Background: an optimization exercise with open tools, aiming at small area. Do not read the settings as production practice.
The RTL was checked by simulation tests, not by an equivalence proof against the original design.
Power figures rest on the tool's default switching activity, not on a simulated workload.

$ cat flow/run.sh
#!/bin/bash
# synth_recipe.tcl (not shown) runs the flow's synth.tcl, then flattens the netlist and writes it again
# the make line also repeats each setting of config.mk as NAME=value (left out here)
make -C /OpenROAD-flow-scripts/flow DESIGN_CONFIG=/design/flow/config.mk WORK_HOME=/design/flow/orfs CLKGATE_MAP_FILE= SYNTH_SCRIPT=/design/flow/synth_recipe.tcl finish
$ cat flow/config.mk
export PLATFORM = sky130hd
export DESIGN_NAME = prbs_link_top
export DESIGN_NICKNAME = prbs_link_top
export VERILOG_FILES = /design/flow/design.v
export SDC_FILE = /design/flow/constraint.sdc
export NUM_CORES = 4
export LEC_CHECK = 0
export CAP_MARGIN = 20
export CORE_MARGIN = 2
export CORE_UTILIZATION = 40
export PLACE_DENSITY = 0.6
export SLEW_MARGIN = 20
$ cat flow/constraint.sdc
create_clock -name core_clock -period 4.0 [get_ports {clkout1}]
set_input_delay 0.8000 -clock core_clock [delete_from_list [all_inputs] [get_ports {clkout1}]]
set_output_delay 0.8000 -clock core_clock [all_outputs]
set_load 0.01 [all_outputs]
$ cat flow/design.v
package prbs_pkg;
   typedef logic [8-1:0] prbs_word_t;
   typedef logic [7-1:0] prbs_state_t;
   typedef struct packed {
      logic       valid;
      prbs_word_t data;
   } lane_word_t;
   typedef lane_word_t [28-1:0] lane_bus_t;
   function automatic prbs_word_t prbs_next_word(input prbs_state_t state);
      prbs_state_t lfsr;
      prbs_word_t  word;
      logic        fb;
      int          i;
      lfsr = state;
      for (i = 0; i < 8; i++) begin
         fb      = lfsr[6-1] ^ lfsr[7-1];
         word[i] = fb;
         lfsr    = {lfsr[7-2:0], fb};
      end
      prbs_next_word = word;
   endfunction
   function automatic prbs_state_t prbs_tail_state(input prbs_word_t word);
      prbs_state_t state;
      int          i;
      for (i = 0; i < 7; i++) begin
         state[i] = word[8-1-i];
      end
      prbs_tail_state = state;
   endfunction
endpackage
package link_pkg;
   typedef enum logic [0:0] {
      LINK_DOWN = 1'b0,
      LINK_UP   = 1'b1
   } link_state_t;
   typedef enum logic [1:0] {
      BKT_HOLD  = 2'd0,
      BKT_CLEAR = 2'd1,
      BKT_INC   = 2'd2,
      BKT_DROP  = 2'd3
   } bucket_cmd_t;
   typedef struct packed {
      logic link_up;
      logic link_down_latched;
   } link_status_t;
endpackage
`timescale 1ns/1ps
module prbs_gen (
   input  logic                   clkout1,
   input  logic                   link_down_latched_reset_sync,
   input  logic                   i_force_error,
   output logic [8:0]   o_word
);
   prbs_pkg::prbs_state_t state_q;
   logic                  force_dly;
   logic                  inject;
   logic                  valid_q;
   prbs_pkg::prbs_word_t  clean_word;
   prbs_pkg::prbs_word_t  data_q;
   assign clean_word = prbs_pkg::prbs_next_word(state_q);
   assign inject = i_force_error & ~force_dly;
   always_ff @(posedge clkout1) begin
      if (link_down_latched_reset_sync) begin
         state_q   <= '1;
         force_dly <= 1'b0;
         valid_q   <= 1'b0;
      end else begin
         state_q   <= prbs_pkg::prbs_tail_state(clean_word);
         force_dly <= i_force_error;
         valid_q   <= 1'b1;
      end
   end
   always_ff @(posedge clkout1) begin
      if (link_down_latched_reset_sync) begin
         data_q <= '0;
      end else begin
         data_q <= clean_word ^ {{(8-1){1'b0}}, inject};
      end
   end
   assign o_word = {valid_q, data_q};
endmodule
`timescale 1ns/1ps
module lane_delay_line (
   input  logic                  clkout1,
   input  logic                  link_down_latched_reset_sync,
   input  logic [8:0]  i_word,
   output logic [28*(8+1)-1:0] o_lanes
);
   logic [28-1:0]                      valid_q;
   logic [28-1:0][8-1:0]    data_q;
   always_ff @(posedge clkout1) begin
      if (link_down_latched_reset_sync) begin
         valid_q <= '0;
      end else begin
         valid_q <= {valid_q[28-2:0], i_word[8]};
      end
   end
   always_ff @(posedge clkout1) begin
      if (link_down_latched_reset_sync) begin
         data_q <= '0;
      end else begin
         data_q <= {data_q[28-2:0], i_word[8-1:0]};
      end
   end
   for (genvar k = 0; k < 28; k++) begin : g_lane
      assign o_lanes[k*(8+1) +: (8+1)] = {valid_q[k], data_q[k]};
   end
endmodule
`timescale 1ns/1ps
module prbs_checker (
   input  logic                  clkout1,
   input  logic                  link_down_latched_reset_sync,
   input  logic [8:0]  i_rx,
   output logic                  o_match
);
   logic                  prev_valid;
   prbs_pkg::prbs_word_t  prev_data;
   prbs_pkg::prbs_word_t  predicted;
   logic                  match_q;
   assign predicted = prbs_pkg::prbs_next_word(prbs_pkg::prbs_tail_state(prev_data));
   always_ff @(posedge clkout1) begin
      if (link_down_latched_reset_sync) begin
         prev_valid <= 1'b0;
         match_q    <= 1'b1;
      end else begin
         prev_valid <= i_rx[8];
         if (i_rx[8] && prev_valid) begin
            match_q <= (predicted == i_rx[8-1:0]);
         end else begin
            match_q <= 1'b1;
         end
      end
   end
   always_ff @(posedge clkout1) begin
      if (link_down_latched_reset_sync) begin
         prev_data <= '0;
      end else begin
         prev_data <= i_rx[8-1:0];
      end
   end
   assign o_match = match_q;
endmodule
`timescale 1ns/1ps
module link_bucket_counter (
   input  logic                   clkout1,
   input  logic                   link_down_latched_reset_sync,
   input  link_pkg::bucket_cmd_t  i_cmd,
   output logic                   o_at_max,
   output logic                   o_drop_empties
);
   localparam logic [7-1:0] CTR_MAX  = 7'(67);
   localparam logic [7-1:0] CTR_DROP = 7'(34);
   logic [7-1:0] count_q;
   always_ff @(posedge clkout1) begin
      if (link_down_latched_reset_sync) begin
         count_q <= '0;
      end else begin
         case (i_cmd)
            link_pkg::BKT_CLEAR: count_q <= '0;
            link_pkg::BKT_INC: begin
               if (count_q < CTR_MAX) begin
                  count_q <= count_q + 1'b1;
               end
            end
            link_pkg::BKT_DROP: begin
               if (count_q > CTR_DROP) begin
                  count_q <= count_q - CTR_DROP;
               end else begin
                  count_q <= '0;
               end
            end
            default: count_q <= count_q;
         endcase
      end
   end
   assign o_at_max       = (count_q == CTR_MAX);
   assign o_drop_empties = (count_q <= CTR_DROP);
endmodule
`timescale 1ns/1ps
module link_fsm (
   input  logic                    clkout1,
   input  logic                    link_down_latched_reset_sync,
   input  logic [28-1:0]     i_lane_match,
   input  logic                    i_at_max,
   input  logic                    i_drop_empties,
   output link_pkg::bucket_cmd_t   o_cmd,
   output logic [1:0]              o_status
);
   link_pkg::link_state_t state_q;
   link_pkg::link_state_t state_d;
   logic                  any_err;
   logic                  latched_q;
   assign any_err = ~(&i_lane_match);
   always_comb begin
      state_d = state_q;
      o_cmd   = link_pkg::BKT_HOLD;
      case (state_q)
         link_pkg::LINK_DOWN: begin
            if (any_err) begin
               o_cmd = link_pkg::BKT_CLEAR;
            end else if (!i_at_max) begin
               o_cmd = link_pkg::BKT_INC;
            end else begin
               state_d = link_pkg::LINK_UP;
            end
         end
         link_pkg::LINK_UP: begin
            if (any_err) begin
               o_cmd = link_pkg::BKT_DROP;
               if (i_drop_empties) begin
                  state_d = link_pkg::LINK_DOWN;
               end
            end else begin
               o_cmd = link_pkg::BKT_INC;
            end
         end
      endcase
   end
   always_ff @(posedge clkout1) begin
      if (link_down_latched_reset_sync) begin
         state_q   <= link_pkg::LINK_DOWN;
         latched_q <= 1'b0;
      end else begin
         state_q <= state_d;
         if (state_q == link_pkg::LINK_DOWN) begin
            latched_q <= 1'b1;
         end
      end
   end
   assign o_status = {(state_q == link_pkg::LINK_UP), latched_q};
endmodule
`timescale 1ns/1ps
module prbs_link_top (
   input  logic                    clkout1,
   input  logic                    link_down_latched_reset_sync,
   input  logic                    i_force_error,
   output logic [28*(8+1)-1:0] o_tx_lanes,
   input  logic [28*(8+1)-1:0] i_rx_lanes,
   output logic [1:0]              o_status
);
   logic [8:0]  gen_word;
   logic [28-1:0]    lane_match;
   link_pkg::bucket_cmd_t  bucket_cmd;
   logic                   at_max;
   logic                   drop_empties;
   prbs_gen prbs_gen_inst (
      .clkout1                      (clkout1),
      .link_down_latched_reset_sync (link_down_latched_reset_sync),
      .i_force_error                (i_force_error),
      .o_word                       (gen_word)
   );
   lane_delay_line lane_delay_line_inst (
      .clkout1                      (clkout1),
      .link_down_latched_reset_sync (link_down_latched_reset_sync),
      .i_word                       (gen_word),
      .o_lanes                      (o_tx_lanes)
   );
   for (genvar g = 0; g < 28; g++) begin : g_chk
      prbs_checker prbs_checker_inst (
         .clkout1                      (clkout1),
         .link_down_latched_reset_sync (link_down_latched_reset_sync),
         .i_rx                         (i_rx_lanes[g*(8+1) +: (8+1)]),
         .o_match                      (lane_match[g])
      );
   end
   link_bucket_counter link_bucket_counter_inst (
      .clkout1                      (clkout1),
      .link_down_latched_reset_sync (link_down_latched_reset_sync),
      .i_cmd                        (bucket_cmd),
      .o_at_max                     (at_max),
      .o_drop_empties               (drop_empties)
   );
   link_fsm link_fsm_inst (
      .clkout1                      (clkout1),
      .link_down_latched_reset_sync (link_down_latched_reset_sync),
      .i_lane_match                 (lane_match),
      .i_at_max                     (at_max),
      .i_drop_empties               (drop_empties),
      .o_cmd                        (bucket_cmd),
      .o_status                     (o_status)
   );
endmodule
==> results.txt <==
==> power groups by stage <==
stage	clock (uW)	combinational [uW]	sequential [uW]
after CTS	5320	1180	5700
after global routing	5530	1290	5730
final	5160	1170	5700
after detailed placement	0	1170	5810
after floorplan	0	637	5780
after global placement	0	1150	5810
==> layer usage <==
| metal | vias to the layer above | part of all wire | GRT usage | routed length, um |
|---|---|---|---|---|
| li1 | 6833 | - | - | - |
| met1 | 6370 | 0.41 | 0.2400 | 20920 |
| met2 | 374 | 0.48 | 0.3434 | 24180 |
| met3 | 105 | 0.084 | 0.07564 | 4261 |
| met4 | 24 | 0.027 | 0.06868 | 1369 |
| met5 | - | 0.0030 | 0 | 152 |
==> worst paths after layout <==
path,start,cells past startpoint,slack [ps],to
max reg2reg,link_bucket_counter_inst.count_q[2],6,2060,link_bucket_counter_inst.count_q[4]
max,link_fsm_inst.state_q,1,1520,o_status[1]
min,g_chk[4].prbs_checker_inst.prev_valid,1,370,g_chk[4].prbs_checker_inst.match_q
min reg2reg,g_chk[4].prbs_checker_inst.prev_valid,1,370,g_chk[4].prbs_checker_inst.match_q
==> registers in the layout, indices dropped and copies added, names as in the netlist, 7 cells and up <==
signal,flops
prbs_gen_inst.state_q,7
g_chk.prbs_checker_inst.match_q,28
g_chk.prbs_checker_inst.prev_valid,28
g_chk.prbs_checker_inst.prev_data,196
lane_delay_line_inst.data_q,224
prbs_gen_inst.data_q,8
link_bucket_counter_inst.count_q,7
lane_delay_line_inst.valid_q,28
==> logic make-up after synthesis <==
group                      count (synthesis)
DFF                                      530
buffers and inverters                     71
adders and majority gates                  5
xor gates and xnor gates                 233
muxes                                      7
AOI/OAI and AO/OA                        136
and+or+nand+nor                          777
==> synth_stat cells (8+ instances only) <==
library cell	instances	share of area
nand3_1	15	0.0040
clkbuf_1	55	0.011
a211oi_1	12	0.0048
inv_1	9	0.0018
o22ai_1	38	0.013
a21oi_1	11	0.0030
nand2_1	37	0.0075
and2_1	14	0.0047
a21o_1	13	0.0052
xor2_1	195	0.092
o21ai_0	8	0.0022
and3_1	73	0.025
nor2_1	24	0.0048
nor3_1	91	0.024
xnor2_1	38	0.018
dfxtp_1	530	0.57
nor2b_1	480	0.16
nand4_1	9	0.0030
a31oi_1	11	0.0037
o211ai_1	19	0.0077
==> layout make-up <==
class	instances	area, sq um	share of cell area
Sequential cell	530	10610	0.4055
Multi-Input combinational cell	1158	7734	0.2956
Timing Repair Buffer	513	5177	0.1979
Clock buffer	81	1604	0.06131
Tap cell	607	759.5	0.02903
Clock inverter	17	224.0	0.008560
Inverter	10	37.54	0.001435
Antenna cell	7	17.52	0.0006695
==> per-stage QoR <==
stage               hold WS [ps]  std cells  total power (uW)
floorplan                  353.5       1759              6415
global placement           359.7       2818              6957
detailed placement         363.3       2818              6979
CTS                        376.9       2916             12200
global route               388.5       2919             12550
finish                     374.2       2923             12030
==> reports/results.ini <==
[run_status]
run_status=finished clean

[global_routing]
grtUsageTotal=0.2044
grt_pass1_vias=13460
grt_pass1_wl_mm=75.73
grt_overflow_total=0
grt_max_degree=135
antenna_found_initial=17

[cts]
htree_levels=2
tritoncts=built
clkSinkCount=530
clockRootBuffer=clkbuf_16
clk_pin_slew_ps=60
post-cts-setup-buffers=0
cts_resized=0
cts_buffers=55
clk_path_buf_depth=3
clk_latency_ps=610
cts_hold_buf=0

[floorplan]
placementRows=79
start_util=0.4026
fp.dieW_um=219.8
fp.dieH_um=219.8
coreArea_sq_mm=0.04626
dieArea_sq_mm=0.04830
ios=509

[worst_setup_path]
crit_fanout=7
cp.arrival_ps=1680
end_kind=primary output
start_kind=register
critical_path.top_delay_family=buffers and inverters
path_cells=clkdlybuf4s50_1
critPathKind=reg2out
cp_slowest_stage_delay_ps=600
required_ps=3200
slowest_stage=clkdlybuf4s50_1
path_buf_inv=1

[timing]
finalSetupViolCount=0
tightest_slew_ps=590.2
fin_crit_ps=2480
final.setup_skew_ps=9.122
rsz0062_at_grt=no
slew-limit-headroom=0.6065
finalHoldViolCount=0
max_freq_ghz=0.4032
setup_slack_ps=1520
slew_viol_final=0
fin_tns_setup_ps=0
final.period_utilization=0.6201

[final_layout]
final_common_cell=dfxtp_1
final_cell_mix=dfxtp_1 (530), clkdlybuf4s50_1 (507), nor2b_1 (480)
area_growth_pct=40.49
nets=2528
n_fill_cell=4093
postLayoutCoreUtil=0.5656
design_area_sq_mm=0.02616
drive_above_1_share=0.04244

[yosys]
synth.distinct_cells=51
synth_compound_area_frac=0.05012
synthSimpleGateAreaFrac=0.2484
ys_seq_elements=530
synthAdderAreaFrac=0.003359
synthMuxAreaShare=0.003830
avgSynthCellArea_sq_um=10.59
synth_xor_xnor_area_share=0.1096
synth_cells=1759
synth_top_family_by_area=simple AND/OR/NAND/NOR gates
dominantRegCellSynth=dfxtp_1
yosysWarnings=5
syn_area_sq_mm=0.01862
synth-async-reset-ratio=0
synth_seq_area_share=0.5697
synth_edf_count=0
syn_nets=2019

[drt]
firstDrtPassIters=6
postRouteAntennaNets=0
routedWlPerCell_um=17.41
dr_total_vias=13710
drc_errors=0
routed_wl_mm=50.88
drtIter0Drc=567
viasPerCell=4.689

[power]
p_comb_frac=0.097
intPower_uw=9215
clkPwrFrac=0.429
vdd_drop_max_mv=0.3494
p_leak_uw=0.01045
p_sw_frac=0.2341
power_frac_seq=0.474
power_density_mw_per_mm2=459.9
p_sw_uw=2817

[place]
placedInstanceArea_sq_mm=0.02432
io_buffers=508
gp_congestion=0.8330
dp_hpwl_mm=38.34
post-place-ws_ps=1534

[job]
drv_cap=0

[min_path]
worst_hold_path_type=reg2reg

[re-timing with driven ports]
The flow's constraints put no driver on any port. The routed layout listed below was extracted and timed again, unchanged, in two steps.
Step 1 sets driving cells, clkbuf_16 on the clock port and buf_2 on the other inputs (assumed; they add their load-dependent delay and slew).
Step 2 moves the port delays by t, midway between the first and last clock arrival at a register: inputs arrive t later, outputs are due t later. That takes back most of the time a late clock gives input paths.
a / b / c = no drivers / after step 1 / after step 2; a / b = the first two.
t (ns): 0.665
setup slack, ns: 1.520 / 1.464 / 1.483
worst hold slack (ns): 0.374 / 0.374 / 0.374
slew at the worst register clock pin (ns): 0.06 / 0.06
After both steps setup and hold are still met in this run. The setup slack of this run moves by -0.056 ns with the drivers and by -0.037 ns with both steps.
